What follows belongs to an exercise in optimizing a design on an open flow for small area and a short achievable clock period; a production flow would make more cautious choices. In this exercise RTL edits were held to simulation tests only and were not proved equivalent to the original.

==> v14: inputs <==
==> flow/design.v (excerpt) <==
module singleInstruction (
    input logic clk,
    input logic reset,
    input rvPkg::word_t instruction,
    input rvPkg::word_t pcNext,
    output rvPkg::word_t aluResult
);
make LEC_CHECK=0 CAP_MARGIN=20 CORE_MARGIN=2 CORE_UTILIZATION=45 PLACE_DENSITY=0.55 SETUP_SLACK_MARGIN=3 SLEW_MARGIN=20 SYNTH_HIERARCHICAL=1 TNS_END_PERCENT=10 finish   # period 13.0 ns
run.sh (not shown) runs the stock make flow with config.mk's settings and CLKGATE_MAP_FILE= SYNTH_SCRIPT=/design/flow/synth_recipe.tcl, a recipe that flattens the netlist after the stock synthesis.
==> v16: changes against v14 <==
--- a/flow/design.v
+++ b/flow/design.v
@@ -139,30 +139,46 @@
 module or3g (
     input logic a, b, c,
     output logic y
 );
     assign y = a | b | c;
 endmodule
+module nor2g (
+    input logic a, b,
+    output logic y
+);
+    assign y = !(a | b);
+endmodule
+module selectOr8 (
+    input logic [7:0] d,
+    input logic [7:0] s,
+    output logic y
+);
+    assign y = |(d & s);
+endmodule
+module selectOr7 (
+    input logic [6:0] d,
+    input logic [6:0] s,
+    output logic y
+);
+    assign y = |(d & s);
+endmodule
 module selectOr31 (
     input logic [30:0] data,
     input logic [30:0] sel,
     output logic y
 );
-    logic [10:0] groupN;
-    logic [2:0] part;
-    for (genvar g = 0; g < 10; g++) begin : g_aoi
-        aoi222 u (
-            .a1(data[3*g]), .a2(sel[3*g]), .b1(data[3*g+1]), .b2(sel[3*g+1]),
-            .c1(data[3*g+2]), .c2(sel[3*g+2]), .y(groupN[g])
-        );
-    end
-    nand2g uLast (.a(data[30]), .b(sel[30]), .y(groupN[10]));
-    nand4g uPart0 (.a(groupN[0]), .b(groupN[1]), .c(groupN[2]), .d(groupN[3]), .y(part[0]));
-    nand4g uPart1 (.a(groupN[4]), .b(groupN[5]), .c(groupN[6]), .d(groupN[7]), .y(part[1]));
-    nand3g uPart2 (.a(groupN[8]), .b(groupN[9]), .c(groupN[10]), .y(part[2]));
-    or3g uOut (.a(part[0]), .b(part[1]), .c(part[2]), .y(y));
+    logic [3:0] part;
+    logic [1:0] halfN;
+    for (genvar q = 0; q < 3; q++) begin : g_part
+        selectOr8 u (.d(data[8*q +: 8]), .s(sel[8*q +: 8]), .y(part[q]));
+    end
+    selectOr7 uLast (.d(data[30:24]), .s(sel[30:24]), .y(part[3]));
+    nor2g uHalf0 (.a(part[0]), .b(part[1]), .y(halfN[0]));
+    nor2g uHalf1 (.a(part[2]), .b(part[3]), .y(halfN[1]));
+    nand2g uOut (.a(halfN[0]), .b(halfN[1]), .y(y));
 endmodule
 module registerFile (
     input logic clk,
     input logic reset,
     input rvPkg::regAddr_t readAddrA,
     input rvPkg::regAddr_t readAddrB,
@@ -201,18 +217,12 @@
                 regs[i] <= loadData;
             end
         end
     end
 endmodule
 `timescale 1ns/1ps
-module nor2g (
-    input logic a, b,
-    output logic y
-);
-    assign y = !(a | b);
-endmodule
 module invg (
     input logic a,
     output logic y
 );
     assign y = !a;
 endmodule
@@ -231,24 +241,31 @@
 module aoi21g (
     input logic a1, a2, b1,
     output logic y
 );
     assign y = !((a1 & a2) | b1);
 endmodule
+module aoi221 (
+    input logic a1, a2, b1, b2, c1,
+    output logic y
+);
+    assign y = !((a1 & a2) | (b1 & b2) | c1);
+endmodule
 module carryN (
     input logic a, b, c,
     output logic y
 );
     assign y = !((a & b) | (c & (a | b)));
 endmodule
 module prefixAdder (
     input rvPkg::word_t a,
     input rvPkg::word_t b,
     input logic carryIn,
     output rvPkg::word_t sum,
-    output logic carryOut
+    output logic carryOut,
+    output logic carryIntoTop
 );
     rvPkg::word_t gen [0:5];
     rvPkg::word_t prop [0:5];
     rvPkg::word_t halfSum;
     carryN uGen0 (.a(a[0]), .b(b[0]), .c(carryIn), .y(gen[0][0]));
     assign prop[0][0] = 1'b0;
@@ -283,12 +300,20 @@
             xor2g uSum (.a(halfSum[i]), .b(carryIn), .y(sum[i]));
         end else begin : g_rest
             xor2g uSum (.a(halfSum[i]), .b(gen[5][i - 1]), .y(sum[i]));
         end
     end
     assign carryOut = gen[5][31];
+    assign carryIntoTop = gen[5][30];
+endmodule
+module resultSelect (
+    input logic [5:0] d,
+    input logic [5:0] s,
+    output logic y
+);
+    assign y = |(d & s);
 endmodule
 module alu (
     input logic doSub,
     input logic selSum,
     input logic selShift,
     input logic shiftLeft,
@@ -298,44 +323,83 @@
     input logic selEq,
     input logic selXor,
     input logic selOr,
     input logic selAnd,
     input rvPkg::word_t left,
     input rvPkg::word_t right,
+    input rvPkg::word_t addend,
     input logic [4:0] shamt,
     output rvPkg::word_t result
 );
     rvPkg::word_t sum;
-    rvPkg::word_t addend;
-    logic carryOut;
+    logic carryOut, carryIntoTop;
     rvPkg::word_t diffXor;
     logic signedLess, unsignedLess, equal;
-    rvPkg::word_t shiftIn, shifted, shiftOut;
-    logic [63:0] shiftWide;
+    logic compare;
+    rvPkg::word_t orValue, andValue;
+    rvPkg::word_t shiftIn, shiftFine, shifted;
+    logic [7:0] coarseSel;
+    logic [7:0] fillFrom;
     logic fill;
-    assign addend = right ^ {32{doSub}};
-    prefixAdder adder (.a(left), .b(addend), .carryIn(doSub), .sum(sum), .carryOut(carryOut));
+    logic selShiftRight, selShiftLeft;
+    prefixAdder adder (
+        .a(left), .b(addend), .carryIn(doSub), .sum(sum), .carryOut(carryOut),
+        .carryIntoTop(carryIntoTop)
+    );
     assign unsignedLess = !carryOut;
-    assign signedLess = (left[31] ^ right[31]) ? left[31] : sum[31];
+    assign signedLess = (left[31] ^ right[31]) ? left[31] : !carryIntoTop;
     assign diffXor = left ^ right;
     assign equal = diffXor == '0;
     always_comb begin
         for (int i = 0; i < 32; i++) shiftIn[i] = shiftLeft ? left[31 - i] : left[i];
     end
     assign fill = shiftArith && !shiftLeft && left[31];
-    assign shiftWide = {{32{fill}}, shiftIn} >> shamt;
-    assign shifted = shiftWide[31:0];
     always_comb begin
-        for (int i = 0; i < 32; i++) shiftOut[i] = shiftLeft ? shifted[31 - i] : shifted[i];
+        logic [34:0] padded;
+        padded = {{3{fill}}, shiftIn};
+        for (int i = 0; i < 32; i++) begin
+            case (shamt[1:0])
+                2'd0: shiftFine[i] = padded[i];
+                2'd1: shiftFine[i] = padded[i + 1];
+                2'd2: shiftFine[i] = padded[i + 2];
+                default: shiftFine[i] = padded[i + 3];
+            endcase
+        end
+    end
+    always_comb begin
+        for (int k = 0; k < 8; k++) coarseSel[k] = shamt[4:2] == k[2:0];
+    end
+    always_comb begin
+        for (int k = 0; k < 8; k++) fillFrom[k] = fill && (shamt[4:2] >= k[2:0]);
+    end
+    always_comb begin
+        for (int i = 0; i < 32; i++) begin
+            shifted[i] = 1'b0;
+            for (int k = 0; k < 8; k++) begin
+                if (i + 4 * k < 32) shifted[i] = shifted[i] | (shiftFine[i + 4 * k] & coarseSel[k]);
+            end
+            if (i >= 4) shifted[i] = shifted[i] | fillFrom[(35 - i) / 4];
+        end
+    end
+    assign selShiftRight = selShift & !shiftLeft;
+    assign selShiftLeft = selShift & shiftLeft;
+    assign compare = (selSlt & signedLess) | (selSltu & unsignedLess) | (selEq & equal);
+    assign orValue = left | right;
+    assign andValue = left & right;
+    for (genvar i = 0; i < 32; i++) begin : g_result
+        if (i == 0) begin : g_compare
+            assign result[i] = compare | (|({sum[i], diffXor[i], orValue[i], andValue[i], shifted[i], shifted[31 - i]}
+                                            & {selSum, selXor, selOr, selAnd, selShiftRight, selShiftLeft}));
+        end else begin : g_plain
+            resultSelect uOut (
+                .d({sum[i], diffXor[i], orValue[i], andValue[i], shifted[i], shifted[31 - i]}),
+                .s({selSum, selXor, selOr, selAnd, selShiftRight, selShiftLeft}),
+                .y(result[i])
+            );
+        end
     end
-    assign result = ({32{selSum}} & sum)
-                  | ({32{selShift}} & shiftOut)
-                  | {31'b0, (selSlt & signedLess) | (selSltu & unsignedLess) | (selEq & equal)}
-                  | ({32{selXor}} & diffXor)
-                  | ({32{selOr}} & (left | right))
-                  | ({32{selAnd}} & (left & right));
 endmodule
 `timescale 1ns/1ps
 module selectOr16 (
     input logic [15:0] data,
     input logic [15:0] sel,
     output logic y
@@ -444,12 +508,13 @@
     input rvPkg::word_t pcNext,
     output rvPkg::word_t aluResult
 );
     rvPkg::word_t rs1Data;
     rvPkg::word_t rs2Data;
     rvPkg::word_t aluRight;
+    rvPkg::word_t aluAddend;
     logic [4:0] shiftAmount;
     rvPkg::word_t memReadData;
     rvPkg::word_t loadValue;
     rvPkg::word_t regWriteData;
     rvPkg::memAddr_t memOffset;
     logic isLoad, isStore, regWrite, useRegB;
@@ -472,18 +537,19 @@
         .readAddrA(instruction[19:15]), .readAddrB(instruction[24:20]),
         .writeEnable(regWrite), .writeAddr(instruction[11:7]),
         .writeData(regWriteData),
         .readDataA(rs1Data), .readDataB(rs2Data)
     );
     assign aluRight = useRegB ? rs2Data : imm;
+    assign aluAddend = useRegB ? (rs2Data ^ {32{doSub}}) : (imm ^ {32{doSub}});
     assign shiftAmount = useRegB ? rs2Data[4:0] : instruction[24:20];
     alu aluUnit (
         .doSub(doSub), .selSum(selSum), .selShift(selShift), .shiftLeft(shiftLeft),
         .shiftArith(shiftArith), .selSlt(selSlt), .selSltu(selSltu), .selEq(selEq),
         .selXor(selXor), .selOr(selOr), .selAnd(selAnd),
-        .left(rs1Data), .right(aluRight), .shamt(shiftAmount), .result(aluResult)
+        .left(rs1Data), .right(aluRight), .addend(aluAddend), .shamt(shiftAmount), .result(aluResult)
     );
     assign memOffset = isStore ? {instruction[25], instruction[11:7]} : instruction[25:20];
     dataMemory mainMemory (
         .clk(clk), .reset(reset),
         .baseA(rs1Data[rvPkg::MEM_ADDR_BITS-1:0]), .baseB(memOffset),
         .writeData(rs2Data), .writeEnable(isStore), .width(funct3),
CORE_UTILIZATION = 55   (was 45)
CTS_BUF_LIST = sky130_fd_sc_hd__clkbuf_16   (was unset)
CTS_CLUSTER_DIAMETER = 70   (was unset)
CTS_CLUSTER_SIZE = 30   (was unset)
PLACE_DENSITY = 0.65   (was 0.55)
==> flow_metrics.tcl <==
set metrics [dict create \
    status "timing/DRC/antenna clean" \
    multi_input_area_mm2 0.0278 \
    nNetsFinal 5818 \
    fin_crit_sh 0.805 \
    layout_common_cells "edfxtp_1, a222oi_1, buf_4, nand2_1, nor2_1" \
    p_total_uw 23200 \
    die_w_um 402 \
    worstHoldPathCells 4 \
    netSwitchingFraction 0.403 \
    fin_cells 7823 \
]
(the above is from v14)
==> flow_metrics.tcl <==
set metrics [dict create \
    p_total_uw 21500 \
    fin_cells 7429 \
    layout_common_cells "edfxtp_1, a22oi_1, buf_4, nand2_1, a222oi_1" \
    nNetsFinal 5793 \
    status "timing/DRC/antenna clean" \
    worstHoldPathCells 5 \
    die_w_um 364 \
]
(the above is from v16)

==> afterwards: timing with drivers on the ports <==
No port has a modelled driver above. Below, the same layouts with a new extraction and two added sets of constraints.
Step 1 assumes that a clkbuf_16 drives the clock port and a buf_2 every other input.
Step 2 also shifts input and output timing later by t, the mid clock arrival at the registers, as if the neighbouring blocks saw the same clock.
Slacks: no drivers / after step 1 / after step 2; pairs: no drivers / after step 1.
run	shift t [ns]	setup WS [ns]	worst data-port slew with drivers (ns)
v14	0.890	2.536 / 2.386 / 2.261	0.18
v16	0.811	2.849 / 2.733 / 2.114	0.12
After both steps setup and hold are still met in every run listed. For v16, which loses most, drivers alone change the setup slack by -0.116 ns; drivers and shift together by -0.735 ns.
